Background: an optimization exercise with open tools, aiming at small area and a short achievable clock period. Do not read the settings as production practice. Power is estimated from default activity; no workload was simulated.

## intl_top
module intl_top #(
    parameter int sym_w  = intl_pkg::SYM_W,
    parameter int addr_w = intl_pkg::ADDR_W,
    parameter int stride = intl_pkg::STRIDE
) (
    input  wire                 clk,
    input  wire                 n_rst,
    input  wire  [sym_w-1:0]    wdata,
    input  wire  [addr_w-1:0]   waddr,
    input  wire                 wen,
    input  wire  [addr_w-1:0]   pb_len,
    input  wire                 start,
    output logic [sym_w-1:0]    rdata0,
    output logic [sym_w-1:0]    rdata1,
    output logic [sym_w-1:0]    rdata2,
    output logic [sym_w-1:0]    rdata3,
    output logic                dout_vld
);
    localparam int PW = intl_pkg::POS_W;
    logic        is64, is544, lt64, lt544;
    pb_size_decode u_decode (
        .pb_len (pb_len),
        .waddr  (waddr),
        .is64   (is64),
        .is544  (is544),
        .lt64   (lt64),
        .lt544  (lt544)
    );
    logic        wen_a, start_a;
    logic        md_a, l544_a, lt64_a, lt544_a;
    logic [9:0]  addr_a;
    logic [1:0]  wd_a;
    logic        wv_a, st_a;
    always_ff @(posedge clk or negedge n_rst) begin
        if (!n_rst) begin
            wen_a   <= 1'b0;
            start_a <= 1'b0;
        end else begin
            wen_a   <= wen;
            start_a <= start;
        end
    end
    always_ff @(posedge clk) begin
        md_a    <= is64;
        l544_a  <= is544;
        lt64_a  <= lt64;
        lt544_a <= lt544;
        addr_a  <= waddr[9:0];
        wd_a    <= wdata;
    end
    assign wv_a = wen_a && ((md_a && lt64_a) || (l544_a && lt544_a));
    assign st_a = start_a && (md_a || l544_a);
    logic [1:0]    qb;
    logic [9:0]    base;
    logic [9:0]    off;
    logic [PW-1:0] wp;
    logic [1:0]    wl;
    always_comb begin
        if (addr_a >= 10'd408) begin
            qb = 2'd3; base = 10'd408;
        end else if (addr_a >= 10'd272) begin
            qb = 2'd2; base = 10'd272;
        end else if (addr_a >= 10'd136) begin
            qb = 2'd1; base = 10'd136;
        end else begin
            qb = 2'd0; base = 10'd0;
        end
        off = addr_a - base;
        if (md_a) begin
  ...
Size: roughly 39 I/O pins, ~0.044 sq mm of cells after synthesis.
==> module symbol_banks, before the edit <==
module symbol_banks (
    input  wire                                 clk,
    input  wire  [4:0]                          wr_hi_n,
    input  wire  [31:0]                         wr_lo_n,
    input  wire  [7:0]                          wr_row,
    input  wire  [31:0]                         sel_lo,
    input  wire  [4:0]                          sel_hi,
    output logic [7:0]                          lanes
);
    localparam int D  = intl_pkg::DEPTH;
    localparam int NG = (D + 31) / 32;
    logic [7:0] mem [0:D-1];
    for (genvar r = 0; r < D; r++) begin : g_row
        always_ff @(posedge clk) begin
            if (!wr_hi_n[r / 32] && !wr_lo_n[r % 32]) begin
                mem[r] <= wr_row;
            end
        end
    end
    for (genvar b = 0; b < 8; b++) begin : g_bit
        logic [NG-1:0] grp;
        for (genvar g = 0; g < NG; g++) begin : g_grp
            logic [31:0] t;
            for (genvar m = 0; m < 32; m++) begin : g_m
                if (g * 32 + m < D) begin : g_in
                    assign t[m] = sel_lo[m] & mem[g * 32 + m][b];
                end else begin : g_out
                    assign t[m] = 1'b0;
                end
            end
            assign grp[g] = sel_hi[g] & (|t);
        end
        assign lanes[b] = |grp;
    end
endmodule
==> module read_sequencer, before the edit <==
module read_sequencer #(
    parameter int stride = intl_pkg::STRIDE
) (
    input  wire                         clk,
    input  wire                         n_rst,
    input  wire                         st_a,
    input  wire                         md_a,
    input  wire  [intl_pkg::POS_W-1:0]  wr_pos,
    output logic                        busy,
    output logic [intl_pkg::POS_W-1:0]  pos,
    output logic [31:0]                 sel_lo,
    output logic [4:0]                  sel_hi
);
    localparam int PW = intl_pkg::POS_W;
        logic          q16;
    logic          last;
    logic [PW-1:0] pos_sum;
    logic [PW-1:0] pos_next;
    logic [PW-1:0] pos_d;
    assign last    = q16 ? (pos[3:0] == 4'd9) : (pos == PW'(136 - stride));
    assign pos_sum = pos + PW'(stride);
    always_comb begin
        if (q16)
            pos_next = {4'd0, pos_sum[3:0]};
        else if (pos_sum >= PW'(136))
            pos_next = pos_sum - PW'(136);
        else
            pos_next = pos_sum;
    end
    always_comb begin
        if (busy)      pos_d = pos_next;
        else if (st_a) pos_d = '0;
        else           pos_d = wr_pos;
    end
    always_ff @(posedge clk or negedge n_rst) begin
        if (!n_rst) begin
            busy <= 1'b0;
        end else begin
            if (!busy) begin
                busy <= st_a;
            end else if (last) begin
                busy <= 1'b0;
            end
        end
    end
    always_ff @(posedge clk) begin
        if (!busy) begin
            q16 <= md_a;
        end
        pos <= pos_d;
        for (int i = 0; i < 32; i++) sel_lo[i] <= (pos_d[4:0] == 5'(i));
        for (int i = 0; i < 5; i++)  sel_hi[i] <= (pos_d[7:5] == 3'(i));
    end
endmodule
==> module intl_top, before the edit <==
module intl_top #(
    parameter int sym_w  = intl_pkg::SYM_W,
    parameter int addr_w = intl_pkg::ADDR_W,
    parameter int stride = intl_pkg::STRIDE
) (
    input  wire                 clk,
    input  wire                 n_rst,
    input  wire  [sym_w-1:0]    wdata,
    input  wire  [addr_w-1:0]   waddr,
    input  wire                 wen,
    input  wire  [addr_w-1:0]   pb_len,
    input  wire                 start,
    output logic [sym_w-1:0]    rdata0,
    output logic [sym_w-1:0]    rdata1,
    output logic [sym_w-1:0]    rdata2,
    output logic [sym_w-1:0]    rdata3,
    output logic                dout_vld
);
    localparam int PW = intl_pkg::POS_W;
    logic        is64, is544, lt64, lt544;
    pb_size_decode u_decode (
        .pb_len (pb_len),
        .waddr  (waddr),
        .is64   (is64),
        .is544  (is544),
        .lt64   (lt64),
        .lt544  (lt544)
    );
    logic        wen_a, start_a;
    logic        md_a, l544_a, lt64_a, lt544_a;
    logic [9:0]  addr_a;
    logic [1:0]  wd_a;
    logic        wv_a, st_a;
    always_ff @(posedge clk or negedge n_rst) begin
        if (!n_rst) begin
            wen_a   <= 1'b0;
            start_a <= 1'b0;
        end else begin
            wen_a   <= wen;
            start_a <= start;
        end
    end
    always_ff @(posedge clk) begin
        md_a    <= is64;
        l544_a  <= is544;
        lt64_a  <= lt64;
        lt544_a <= lt544;
        addr_a  <= waddr[9:0];
        wd_a    <= wdata;
    end
    assign wv_a = wen_a && ((md_a && lt64_a) || (l544_a && lt544_a));
    assign st_a = start_a && (md_a || l544_a);
    logic [1:0]    qb;
    logic [9:0]    base;
    logic [9:0]    off;
    logic [PW-1:0] wp;
    logic [1:0]    wl;
    always_comb begin
        if (addr_a >= 10'd408) begin
            qb = 2'd3; base = 10'd408;
        end else if (addr_a >= 10'd272) begin
            qb = 2'd2; base = 10'd272;
        end else if (addr_a >= 10'd136) begin
            qb = 2'd1; base = 10'd136;
        end else begin
            qb = 2'd0; base = 10'd0;
        end
        off = addr_a - base;
        if (md_a) begin
            qb = addr_a[5:4];
            wp = {4'd0, addr_a[3:0]};
        end else begin
            wp = off[PW-1:0];
        end
        wl = qb + wp[1:0];
    end
    logic          wv_b;
    logic [1:0]    wl_b;
    logic [1:0]    wd_b;
    always_ff @(posedge clk or negedge n_rst) begin
        if (!n_rst) wv_b <= 1'b0;
        else        wv_b <= wv_a;
    end
    always_ff @(posedge clk) begin
        wl_b <= wl;
        wd_b <= wd_a;
    end
    logic          rd_busy;
    logic [PW-1:0] row_b;
    logic [31:0]   rd_lo;
    logic [4:0]    rd_hi;
    read_sequencer #(
        .stride  (stride)
    ) u_seq (
        .clk     (clk),
        .n_rst   (n_rst),
        .st_a    (st_a),
        .md_a    (md_a),
        .wr_pos  (wp),
        .busy    (rd_busy),
        .pos     (row_b),
        .sel_lo  (rd_lo),
        .sel_hi  (rd_hi)
    );
    logic [7:0]    row_rd;       
    logic [31:0]   wlo_cn;       
    logic [4:0]    whi_cn;       
    logic [7:0]    wrow_c;
    logic          hit;
    logic [7:0]    base_row;
    logic [7:0]    new_row;
    assign hit      = (|(~whi_cn & rd_hi)) && (|(~wlo_cn & rd_lo));
    assign base_row = hit ? wrow_c : row_rd;
    always_comb begin
        new_row = base_row;
        new_row[wl_b*2 +: 2] = wd_b;
    end
    always_ff @(posedge clk) begin
        whi_cn <= wv_b ? ~rd_hi : '1;
        wlo_cn <= ~rd_lo;
        wrow_c <= new_row;
    end
    symbol_banks u_banks (
        .clk     (clk),
        .wr_hi_n (whi_cn),
        .wr_lo_n (wlo_cn),
        .wr_row  (wrow_c),
        .sel_lo  (rd_lo),
        .sel_hi  (rd_hi),
        .lanes   (row_rd)
    );
    lane_rotator u_out (
        .clk      (clk),
        .n_rst    (n_rst),
        .busy     (rd_busy),
        .lanes    (base_row),
        .rdata0   (rdata0),
        .rdata1   (rdata1),
        .rdata2   (rdata2),
        .rdata3   (rdata3),
        .dout_vld (dout_vld)
    );
endmodule
==> flow/config.mk <==
export PLATFORM = sky130hd
export DESIGN_NAME = intl_top
export DESIGN_NICKNAME = intl_top
export VERILOG_FILES = /design/flow/design.v
export SDC_FILE = /design/flow/constraint.sdc
export NUM_CORES = 4
export LEC_CHECK = 0
export CAP_MARGIN = 20
export CORE_MARGIN = 2
export CORE_UTILIZATION = 55
export CTS_CLUSTER_DIAMETER = 150
export CTS_CLUSTER_SIZE = 28
export SLEW_MARGIN = 20
==> flow/constraint.sdc <==
create_clock -name core_clock -period 10.0 [get_ports {clk}]
set_input_delay 2.0000 -clock core_clock [delete_from_list [all_inputs] [get_ports {clk}]]
set_output_delay 2.0000 -clock core_clock [all_outputs]
set_load 0.01 [all_outputs]
standard.sh (not shown) runs the stock make flow with config.mk's settings and CLKGATE_MAP_FILE= SYNTH_SCRIPT=/design/flow/synth_recipe.tcl, a recipe that flattens the netlist after the stock synthesis.
==> flow/flow/run.sh <==
#!/bin/bash
# Standard ORFS layout, with repair_timing asked for extra setup slack so that
# the achieved period (not only the 10 ns constraint) is optimised, and the
# ports buffered with a fast buffer. Each step's log stays in orfs/logs.
set -euo pipefail
MARGIN=7.0
bash standard.sh SETUP_SLACK_MARGIN=$MARGIN TNS_END_PERCENT=20 \
    "BUFFER_PORTS_ARGS=-buffer_cell sky130_fd_sc_hd__buf_4" finish > standard.log 2>&1
==> next run, changes <==
--- a/flow/design.v
+++ b/flow/design.v
@@ -30,19 +30,19 @@
 `default_nettype none
 module symbol_banks (
     input  wire                                 clk,
-    input  wire  [4:0]                          wr_hi_n,
-    input  wire  [31:0]                         wr_lo_n,
+    input  wire  [8:0]                          wr_hi_n,
+    input  wire  [15:0]                         wr_lo_n,
     input  wire  [7:0]                          wr_row,
-    input  wire  [31:0]                         sel_lo,
-    input  wire  [4:0]                          sel_hi,
+    input  wire  [15:0]                         sel_lo,
+    input  wire  [8:0]                          sel_hi,
     output logic [7:0]                          lanes
 );
     localparam int D  = intl_pkg::DEPTH;
-    localparam int NG = (D + 31) / 32;
+    localparam int NG = (D + 15) / 16;
     logic [7:0] mem [0:D-1];
     for (genvar r = 0; r < D; r++) begin : g_row
         always_ff @(posedge clk) begin
-            if (!wr_hi_n[r / 32] && !wr_lo_n[r % 32]) begin
+            if (!wr_hi_n[r / 16] && !wr_lo_n[r % 16]) begin
                 mem[r] <= wr_row;
             end
         end
@@ -50,10 +50,10 @@
     for (genvar b = 0; b < 8; b++) begin : g_bit
         logic [NG-1:0] grp;
         for (genvar g = 0; g < NG; g++) begin : g_grp
-            logic [31:0] t;
-            for (genvar m = 0; m < 32; m++) begin : g_m
-                if (g * 32 + m < D) begin : g_in
-                    assign t[m] = sel_lo[m] & mem[g * 32 + m][b];
+            logic [15:0] t;
+            for (genvar m = 0; m < 16; m++) begin : g_m
+                if (g * 16 + m < D) begin : g_in
+                    assign t[m] = sel_lo[m] & mem[g * 16 + m][b];
                 end else begin : g_out
                     assign t[m] = 1'b0;
                 end
@@ -76,8 +76,8 @@
     input  wire  [intl_pkg::POS_W-1:0]  wr_pos,
     output logic                        busy,
     output logic [intl_pkg::POS_W-1:0]  pos,
-    output logic [31:0]                 sel_lo,
-    output logic [4:0]                  sel_hi
+    output logic [15:0]                 sel_lo,
+    output logic [8:0]                  sel_hi
 );
     localparam int PW = intl_pkg::POS_W;
         logic          q16;
@@ -116,8 +116,8 @@
             q16 <= md_a;
         end
         pos <= pos_d;
-        for (int i = 0; i < 32; i++) sel_lo[i] <= (pos_d[4:0] == 5'(i));
-        for (int i = 0; i < 5; i++)  sel_hi[i] <= (pos_d[7:5] == 3'(i));
+        for (int i = 0; i < 16; i++) sel_lo[i] <= (pos_d[3:0] == 4'(i));
+        for (int i = 0; i < 9; i++)  sel_hi[i] <= (pos_d[7:4] == 4'(i));
     end
 endmodule
 `default_nettype wire
@@ -245,8 +245,8 @@
     end
     logic          rd_busy;
     logic [PW-1:0] row_b;
-    logic [31:0]   rd_lo;
-    logic [4:0]    rd_hi;
+    logic [15:0]   rd_lo;
+    logic [8:0]    rd_hi;
     read_sequencer #(
         .stride  (stride)
     ) u_seq (
@@ -261,8 +261,8 @@
         .sel_hi  (rd_hi)
     );
     logic [7:0]    row_rd;       
-    logic [31:0]   wlo_cn;       
-    logic [4:0]    whi_cn;       
+    logic [15:0]   wlo_cn;       
+    logic [8:0]    whi_cn;       
     logic [7:0]    wrow_c;
     logic          hit;
     logic [7:0]    base_row;
Outcome: The changed run completed with no timing, DRC or antenna violations. Routed wire length drops by 11%. Clock-buffer cell count shrinks by 3. Core utilization shrinks by 1.1 points. Worst hold slack is worse by 0.0080 ns. Sequential power fell by about 1%. Critical path depth came out higher by 7. Power goes down by 2.0%. Setup slack is better by 0.016 ns. Final area drops by 3.4%. Die area fell by 1.1%. Via count fell by about 6%. Non-clock buffer count shrinks by 85.
No functional check of the RTL was part of any run of this note.

what the ideal ports hide:
Ports are ideal in the flow. The routed layouts listed here were re-timed in OpenROAD. Step 1 sets driving cells, clkbuf_16 on the clock port and buf_2 on the other inputs (assumed; they add their load-dependent delay and slew). Step 2 also shifts input and output timing later by t, the mid clock arrival at the registers, as if the neighbouring blocks saw the same clock. Slacks: no drivers / after step 1 / after step 2; pairs: no drivers / after step 1.
| run | t, ns | setup slack, ns | worst hold slack (ns) | worst setup path at the end | latest minus earliest clock arrival (ns) |
|---|---|---|---|---|---|
| the first run | 0.720 | 6.833 / 6.763 / 6.874 | 0.343 / 0.343 / 0.343 | register to register | 0.046 / 0.045 |
| the second run | 0.698 | 6.849 / 6.781 / 6.849 | 0.335 / 0.335 / 0.335 | register to register | 0.026 / 0.026 |
After both steps setup and hold are still met in every run listed.
